From an optimization exercise on the open Yosys and OpenROAD flow, aimed at a short achievable clock period; shortcuts taken in it are not production practice.
For this run, only the layout was checked, not whether the RTL still works.
No activity file was given, so power comes from the tool's default toggle rates.

**run.sh**
```bash
#!/bin/bash
# synth_recipe.tcl (not shown) runs the flow's synth.tcl, then flattens the netlist and writes it again
# the make line also repeats each setting of config.mk as NAME=value (left out here)
make -C /OpenROAD-flow-scripts/flow DESIGN_CONFIG=/design/flow/config.mk WORK_HOME=/design/flow/orfs CLKGATE_MAP_FILE= SYNTH_SCRIPT=/design/flow/synth_recipe.tcl finish
```
**config.mk**
```make
export PLATFORM = sky130hd
export DESIGN_NAME = vector_unit_top
export DESIGN_NICKNAME = vector_unit_top
export VERILOG_FILES = /design/flow/design.v
export SDC_FILE = /design/flow/constraint.sdc
export NUM_CORES = 4
export LEC_CHECK = 0
export ABC_CLOCK_PERIOD_IN_PS = 1500
export CAP_MARGIN = 20
export CORE_MARGIN = 2
export CORE_UTILIZATION = 40
export SETUP_SLACK_MARGIN = 2.4
export SLEW_MARGIN = 20
```
**constraint.sdc**
```tcl
create_clock -name core_clock -period 4.0 [get_ports {clk_i}]
set_input_delay 0.8000 -clock core_clock [delete_from_list [all_inputs] [get_ports {clk_i}]]
set_output_delay 0.8000 -clock core_clock [all_outputs]
set_load 0.01 [all_outputs]
```
**design.v**
```verilog
package vector_unit_pkg;
    typedef enum logic [1:0] {
        ESIZE_8  = 2'b00,
        ESIZE_16 = 2'b01
    } esize_t;
    typedef enum logic [3:0] {
        OP_VSRA       = 4'd0,
        OP_RND_VSRA   = 4'd1,
        OP_VSRL       = 4'd2,
        OP_RND_VSRL   = 4'd3,
        OP_VSLL       = 4'd4,
        OP_SAT_VSLL   = 4'd5,
        OP_VSATL_SMPR = 4'd6,
        OP_VSATL_RNDR = 4'd7,
        OP_VADD       = 4'd8,
        OP_VSUB       = 4'd9,
        OP_SAT_VADD   = 4'd10,
        OP_SAT_VSUB   = 4'd11
    } vunit_op_t;
    typedef enum logic [2:0] {
        VSRA, RND_VSRA, VSRL, RND_VSRL, VSLL, SAT_VSLL, VSATL_SMPR, VSATL_RNDR
    } vshift_uops_t;
    typedef enum logic [1:0] {
        VADD, VSUB, SAT_VADD, SAT_VSUB
    } vadd_uops_t;
endpackage : vector_unit_pkg
`timescale 1ns/1ps
module vector_unit_top (
    input  logic                  clk_i,
    input  logic                  rst_n_i,
    input  logic                  wb_cyc_i,
    input  logic                  wb_stb_i,
    input  logic                  wb_we_i,
    input  logic [5-1:0] wb_adr_i,
    input  logic [32-1:0] wb_dat_i,
    input  logic [3:0]            wb_sel_i,
    output logic [32-1:0] wb_dat_o,
    output logic                  wb_ack_o
);
    function automatic logic [15:0] lane_add(input logic [15:0] a,
                                             input logic [15:0] b,
                                             input logic cin,
                                             input logic e16);
        logic [8:0]  gl, pl;
        logic [7:0]  gh, ph;
        logic [15:0] c;
        logic        cin_hi;
        gl[0] = cin;
        pl[0] = 1'b0;
        for (int i = 0; i < 8; i++) begin
            gl[i+1] = a[i] & b[i];
            pl[i+1] = a[i] ^ b[i];
        end
        for (int d = 1; d < 9; d = d * 2) begin
            logic [8:0] gn, pn;
            gn = gl;
            pn = pl;
            for (int i = d; i < 9; i++) begin
                gn[i] = gl[i] | (pl[i] & gl[i-d]);
                pn[i] = pl[i] & pl[i-d];
            end
            gl = gn;
            pl = pn;
        end
        for (int i = 0; i < 8; i++) begin
            gh[i] = a[8+i] & b[8+i];
            ph[i] = a[8+i] ^ b[8+i];
        end
        for (int d = 1; d < 8; d = d * 2) begin
            logic [7:0] gn, pn;
            gn = gh;
            pn = ph;
            for (int i = d; i < 8; i++) begin
                gn[i] = gh[i] | (ph[i] & gh[i-d]);
                pn[i] = ph[i] & ph[i-d];
            end
            gh = gn;
            ph = pn;
        end
        cin_hi = e16 ? gl[8] : cin;
        for (int i = 0; i < 8; i++) c[i] = gl[i];
        c[8] = cin_hi;
        for (int i = 9; i < 16; i++) c[i] = gh[i-9] | (ph[i-9] & cin_hi);
        lane_add = a ^ b ^ c;
    endfunction
    function automatic logic [15:0] lane_sr(input logic [15:0] x,
                                            input logic [3:0] n,
                                            input logic arith,
                                            input logic e16);
        logic [15:0] y, t;
        logic        f16, f8;
        f16 = arith & x[15];
        f8  = e16 ? f16 : (arith & x[7]);
        y = x;
        for (int l = 3; l >= 0; l--) begin
            int s;
            s = 1 << l;
            t = y;
            if (n[l]) begin
                for (int j = 0; j < 16; j++) begin
                    if (j + s >= 16)
                        t[j] = f16;
                    else if (j < 8 && j + s >= 8)
                        t[j] = e16 ? y[j+s] : f8;
                    else
                        t[j] = y[j+s];
                end
            end
            y = t;
        end
        lane_sr = y;
    endfunction
    function automatic logic [15:0] lane_sl(input logic [15:0] x,
                                            input logic [3:0] n,
                                            input logic e16);
        logic [15:0] y, t;
        y = x;
        for (int l = 3; l >= 0; l--) begin
            int s;
            s = 1 << l;
            t = y;
            if (n[l]) begin
                for (int j = 0; j < 16; j++) begin
                    if (j - s < 0)
                        t[j] = 1'b0;
                    else if (j >= 8 && j - s < 8)
                        t[j] = e16 ? y[j-s] : 1'b0;
                    else
                        t[j] = y[j-s];
                end
            end
            y = t;
        end
        lane_sl = y;
    endfunction
    logic        ack_q;
    logic        wr_opa_q, wr_opb_q, wr_ctrl_q;
    logic [31:0] opa_q, opb_q, result_q;
    logic [5:0]  ctrl_q;
    logic        ovf_q;
    logic [3:0]  mag_q;
    logic        dc_add0_q, dc_add1_q, dc_sll_q, dc_sr_q, dc_round_q, dc_shsat_q, dc_addsat_q;
    logic        e16_s, arith_s;
    logic [3:0]  rr_q, hsh_q, same_q;
    logic        e16_2, v2_q;
    logic req;
    assign req      = wb_cyc_i && wb_stb_i && !ack_q;
    assign wb_ack_o = ack_q;
    logic [31:0] rdata;
    always_comb begin
        case (wb_adr_i)
            5'h00:    rdata = opa_q;
            5'h04:    rdata = opb_q;
            5'h08:   rdata = {26'b0, ctrl_q};
            5'h0C: rdata = result_q;
            5'h10: rdata = {30'b0, ovf_q, 1'b0};
            default:        rdata = '0;
        endcase
    end
    always_ff @(posedge clk_i) begin
        wb_dat_o <= rdata;
    end
    logic [3:0] d;
    logic       neg;
    assign d   = wb_dat_i[3:0];
    assign neg = opb_q[4];
    logic g_add0, g_add1, g_sll, g_sr, g_round, g_shsat, g_addsat, g_go;
    assign g_add0   = wr_ctrl_q & dc_add0_q;
    assign g_add1   = wr_ctrl_q & dc_add1_q;
    assign g_sll    = wr_ctrl_q & dc_sll_q;
    assign g_sr     = wr_ctrl_q & dc_sr_q;
    assign g_round  = wr_ctrl_q & dc_round_q;
    assign g_shsat  = wr_ctrl_q & dc_shsat_q;
    assign g_addsat = wr_ctrl_q & dc_addsat_q;
    assign g_go     = g_add0 | g_add1 | g_sll | g_sr;
    logic [3:0]  n;
    logic [31:0] sum_a, sum_s, sll_w, sr_w;
    logic [3:0]  rnd_w, sat_w, same_w;
    assign n = {mag_q[3] & e16_s, mag_q[2:0]};
    always_comb begin
        for (int h = 0; h < 2; h++) begin
            sum_a[16*h +: 16] = lane_add(opa_q[16*h +: 16], opb_q[16*h +: 16], 1'b0, e16_s);
            sum_s[16*h +: 16] = lane_add(opa_q[16*h +: 16], ~opb_q[16*h +: 16], 1'b1, e16_s);
            sr_w[16*h +: 16]  = lane_sr(opa_q[16*h +: 16], n, arith_s, e16_s);
            sll_w[16*h +: 16] = lane_sl(opa_q[16*h +: 16], n, e16_s);
        end
    end
    logic [15:0] th16;
    logic [7:0]  th8;
    always_comb begin
        for (int k = 0; k < 16; k++) th16[k] = ({1'b0, mag_q} >= 5'(15 - k));
        for (int k = 0; k < 8; k++)  th8[k]  = ({1'b0, mag_q[2:0]} >= 4'(7 - k));
    end
    always_comb begin
        logic [8:0]  x8;
        logic [16:0] x16;
        for (int i = 0; i < 4; i++) begin
            x8 = {opa_q[8*i +: 8], 1'b0};
            rnd_w[i]  = x8[mag_q[2:0]];
            sat_w[i]  = |(opa_q[8*i +: 8] & th8);
            same_w[i] = opa_q[8*i+7] ~^ (opb_q[8*i+7] ^ g_add1);
        end
        for (int i = 0; i < 2; i++) begin
            x16 = {opa_q[16*i +: 16], 1'b0};
            if (e16_s) begin
                rnd_w[2*i+1] = x16[mag_q];
                sat_w[2*i+1] = |(opa_q[16*i +: 16] & th16);
                rnd_w[2*i]   = 1'b0;
                sat_w[2*i]   = 1'b0;
                same_w[2*i+1] = opa_q[16*i+15] ~^ (opb_q[16*i+15] ^ g_add1);
                same_w[2*i]   = 1'b0;
            end
        end
    end
    logic [31:0] st2;
    logic [3:0]  hit;
    always_comb begin
        hit = '0;
        st2 = result_q;
        if (!e16_2) begin
            for (int i = 0; i < 4; i++) begin
                logic [7:0] q;
                logic       am;
                q  = result_q[8*i +: 8];
                am = opa_q[8*i+7];
                hit[i] = hsh_q[i] | (same_q[i] & (q[7] ^ am));
                for (int k = 0; k < 8; k++) begin
                    logic all1;
                    all1 = 1'b1;
                    for (int j = 0; j < k; j++) all1 = all1 & q[j];
                    st2[8*i+k] = hit[i] ? ((k == 7) ? am : ~am) : (q[k] ^ (rr_q[i] & all1));
                end
            end
        end else begin
            for (int i = 0; i < 2; i++) begin
                logic [15:0] q;
                logic        am;
                q  = result_q[16*i +: 16];
                am = opa_q[16*i+15];
                hit[2*i+1] = hsh_q[2*i+1] | (same_q[2*i+1] & (q[15] ^ am));
                for (int k = 0; k < 16; k++) begin
                    logic all1;
                    all1 = 1'b1;
                    for (int j = 0; j < k; j++) all1 = all1 & q[j];
                    st2[16*i+k] = hit[2*i+1] ? ((k == 15) ? am : ~am) : (q[k] ^ (rr_q[2*i+1] & all1));
                end
            end
        end
    end
    logic [31:0] result_d;
    assign result_d = ({32{g_add0}} & sum_a) | ({32{g_add1}} & sum_s) |
                      ({32{g_sll}}  & sll_w) | ({32{g_sr}}   & sr_w)  |
                      ({32{!g_go}}  & st2);
    always_ff @(posedge clk_i or negedge rst_n_i) begin
        if (!rst_n_i) begin
            ack_q     <= 1'b0;
            wr_opa_q  <= 1'b0;
            wr_opb_q  <= 1'b0;
            wr_ctrl_q <= 1'b0;
            rr_q      <= '0;
            hsh_q     <= '0;
            same_q    <= '0;
            v2_q      <= 1'b0;
            opa_q     <= '0;
            opb_q     <= '0;
            ctrl_q    <= '0;
            result_q  <= '0;
            ovf_q     <= 1'b0;
        end else begin
            ack_q     <= req;
            wr_opa_q  <= req && wb_we_i && (wb_adr_i == 5'h00);
            wr_opb_q  <= req && wb_we_i && (wb_adr_i == 5'h04);
            wr_ctrl_q <= req && wb_we_i && (wb_adr_i == 5'h08);
            rr_q      <= rnd_w & {4{g_round}};
            hsh_q     <= sat_w & {4{g_shsat}};
            same_q    <= same_w & {4{g_addsat}};
            v2_q      <= g_go;
            if (wr_opa_q)  opa_q  <= wb_dat_i;
            if (wr_opb_q)  opb_q  <= wb_dat_i;
            if (wr_ctrl_q) ctrl_q <= wb_dat_i[5:0];
            result_q <= result_d;
            if (v2_q) ovf_q <= |hit;
        end
    end
    always_ff @(posedge clk_i) begin
        mag_q       <= opb_q[4] ? 4'(5'd0 - opb_q[4:0]) : opb_q[3:0];
        dc_add0_q   <=  d[3] & ~d[2] & ~d[0];
        dc_add1_q   <=  d[3] & ~d[2] &  d[0];
        dc_addsat_q <=  d[3] & ~d[2] &  d[1];
        dc_sll_q    <= ~d[3] &  d[2] & ~(d[1] & neg);
        dc_sr_q     <= ~d[3] & (~d[2] | (d[1] & neg));
        dc_round_q  <= ~d[3] &  d[0] & (~d[2] | (d[1] & neg));
        dc_shsat_q  <= ~d[3] &  d[2] & ((~d[1] & d[0]) | (d[1] & ~neg));
        arith_s     <= (~d[2] & ~d[1]) | (d[2] & d[1] & neg);
        e16_s       <= wb_dat_i[5] | wb_dat_i[4];
        e16_2       <= e16_s;
    end
endmodule
```
==> summary.txt <==
[worst min path at each step]
stage | depth (start not counted) | to | start
after floorplan | 0 | e16_2$_DFF_P_ | e16_s$_DFF_P_
after global placement | 1 | ovf_q$_DFFE_PN0P_ | v2_q$_DFF_PN0_
after detailed placement | 1 | ovf_q$_DFFE_PN0P_ | v2_q$_DFF_PN0_
after CTS | 1 | result_q[26]$_DFF_PN0_ | rst_n_i
after global routing | 1 | result_q[26]$_DFF_PN0_ | rst_n_i
final | 1 | result_q[26]$_DFF_PN0_ | rst_n_i
[placed cells by master, fill, tap and decap left out, types with 18 or more instances in the layout]
cell type	instances
nand2_1	178
o21ai_0	132
buf_4	115
nor2_1	109
dfrtp_1	97
a21oi_1	77
inv_1	57
ha_1	49
mux2i_1	47
mux2_2	46
buf_6	43
nand3_1	41
clkdlybuf4s50_1	34
xnor2_1	31
dfxtp_1	30
o211ai_1	26
a21oi_2	25
nor3_1	24
buf_2	24
nand2b_1	22
a22oi_1	22
o22ai_1	22
o21ai_1	21
and3_1	21
a211oi_1	21
dfrtp_2	21
a22oi_2	20
xor2_1	18
a31oi_1	18
[critical path: stages, from the launching register on]
cell and delay [ps]:
dfrtp_2 390, inv_1 130, fa_2 430, or2_4 250, a2111oi_4 280, buf_4 200
buf_4 120, o21a_4 140, a21oi_2 50, a221o_1 360, xor2_1 150, a221o_1 320
[power breakdown]
part,leakage (nW),internal (mW),switching (mW)
sequential,1.76,1.83,0.275
clock,0.284,0.914,0.816
combinational,5.51,1.75,2.19
[cell type report]
class                           instances  area, um2
Timing Repair Buffer                  247       2464
Clock buffer                           20      456.7
Multi-Input combinational cell       1349      10400
Clock inverter                         12      131.4
Tap cell                              455      569.3
Fill cell                            3269      16420
Antenna cell                            1      2.502
Sequential cell                       166       3990
Inverter                               74      289.0
[routing by layer]
metal  global-route usage  vias up
li1                     -     6639
met1               0.4616     7393
met2               0.4546      886
met3               0.1040      167
met4               0.1201        4
met5                    0        -
[flip-flops by register name, indices dropped and copies added (netlist names), 4 cells and up]
name,flops
rr_q,4
ctrl_q,6
opa_q,32
hsh_q,4
opb_q,32
wb_dat_o,32
mag_q,4
result_q,32
same_q,4
[logic make-up after synthesis]
family,share of synthesized area
AND/OR/NAND/NOR,0.1677
AO/OA/AOI/OAI,0.2830
adder cells (fa/ha/maj),0.06943
buffers and inverters,0.06713
flip-flops,0.2770
multiplexers,0.1035
XOR/XNOR,0.03215
[stage by stage]
stage / worst slack [ps] / power, mW
final: 1075 / 7.771
after global placement: 831.6 / 5.040
after detailed placement: 781.3 / 5.069
after floorplan: 1297 / 4.360
after CTS: 1067 / 7.472
after global routing: 949.3 / 8.125
[what timing repair did]
item | CTS | global route
cloned | 11 | 0
endpoints found under the setup margin | 124 | 81
resized for setup | 330 | 101
pin swaps | 47 | 51
hold endpoints to repair | 0 | 0
hold buffers | 0 | 0
buffers inserted | 84 | 24
==> impl_metrics.tcl <==
set metrics [dict create \
    status "no timing/DRC/antenna violations" \
    final_core_util 0.5271 \
    ys_ff_latch 166 \
    wl_mm 59.88 \
    top_layer_used "met5" \
    ys_seq_area_frac 0.2770 \
    synth_edf_count 0 \
    holdWs_ps 276.9 \
    layoutNonFillerInstCount 2324 \
    rrSetupSlack_ps 1070 \
    row_count 68 \
    gp_congestion 0.9655 \
    track_usage 0.3247 \
    clock_path_buffers 2 \
    syn-num-nets 1860 \
    fin_skew_ps 16.91 \
    maxSlewViolCount 0 \
    initial_utilization 0.4081 \
    synth_area_mm2 0.01416 \
    rsz0062_at_grt "true" \
    cp-start-kind "flop" \
    avgSynthCellArea_um2 8.145 \
    maxCapViolations 0 \
    leakage_nw 7.551 \
    synthArstFlopShare 0.7229 \
    place_hpwl_mm 39.57 \
    route.met2.wl_mm 24.25 \
    vias 15090 \
    stdcell_area_mm2 0.01830 \
    yosys-top-cells-count "183 x nand2_1, 158 x o21ai_0, 120 x dfrtp_1" \
    wl_met1_mm 26.39 \
    grt_pass1_wl_mm 89.11 \
    critPathLaunch "opa_q[1]$_DFFE_PN0P_" \
    syn_inst 1739 \
    die_h_um 192.2 \
    critPathArrivalTime_ps 3280 \
    place_area_mm2 0.01554 \
    peakVddDrop_uv 345.6 \
    wl_met3_mm 6.853 \
    fin_crit_ps 2925 \
    min_path_type "input port to asynchronous set/reset pin" \
    cts_tree "built" \
    ys_warn_count 1 \
    dr.first_iter.drc_count 2087 \
    overflow 0 \
    cts_max_level 4 \
    die_w_um 192.2 \
    fin_nets 1976 \
    drive_above_1_share 0.3041 \
    crit_end "result_q[14]$_DFF_PN0_" \
    clk_pin_slew_ps 80 \
    synth_most_common_cell "nand2_1" \
    drc 0 \
    ys.flop_type "dfrtp_1" \
    yosysUniqueCellTypes 92 \
    r2r-end "result_q[14]$_DFF_PN0_" \
    worst_pin_slew_ps 958.4 \
    port_buffers 74 \
    grt_max_degree 53 \
    fmax_ghz 0.3419 \
    viasPerCell 6.493 \
    finalSetupViolCount 0 \
    area_delta_synth_final_pct 29.18 \
    finalSetupTns_ps 0 \
    power.density_mw_per_mm2 424.7 \
    slew_headroom 0.3587 \
    dieArea_mm2 0.03693 \
    cts-buffers-inserted 17 \
    r2r_cells 11 \
    grt_pass1_vias 14050 \
    cts.sink_count 166 \
    io_pins 79 \
    core_mm2 0.03471 \
    routedWlPerCell_um 25.77 \
    clockRootBuffer "clkbuf_16" \
    synth_area_leaders "dfrtp_1 21%, dfxtp_1 6.5%, ha_1 6.1%" \
    antenna_left 0 \
    hold_violations 0 \
    path_max_fanout 5 \
    fin_crit_sh 0.7313 \
    r2r_start "opa_q[1]$_DFFE_PN0P_" \
    insertion_delay_ps 470 \
    end_kind "flop" \
    cp.required_ps 4360 \
    drt-pass1-iter-count 8 \
    yosys.area.top_type_share 0.2120 \
    dp_cells 2172 \
    antenna_found_initial 2 \
    worstSetupPathType "flop to flop" \
    synth_area_leader_cell "dfrtp_1" \
]

separate check: timing with driven ports:
The flow's constraints put no driver on any port. The routed layout listed below was extracted and timed again, unchanged, in two steps.
Step 1 (the two cells are an assumption about what drives the block):
set clk [get_ports {clk_i}]
set_driving_cell -lib_cell sky130_fd_sc_hd__clkbuf_16 $clk
set_driving_cell -lib_cell sky130_fd_sc_hd__buf_2 [delete_from_list [all_inputs] $clk]
Step 2 adds t to the input delays and takes it off the output delays; t is the mean of the earliest and latest rising clock arrival at the registers after step 1. Input paths then give back, and output paths get back, about the clock's delay inside the block.
Slacks: ideal / step 1 / step 2; pairs: ideal / step 1.
t (ns): 0.512
setup WS [ns]: 1.075 / 1.075 / 1.075
worst setup path after step 2: register to register
worst slew at a driven data input, ns: 0.07
After both steps setup and hold are still met in this run. For this run, drivers alone change the setup slack by 0.000 ns; drivers and shift together by 0.000 ns.
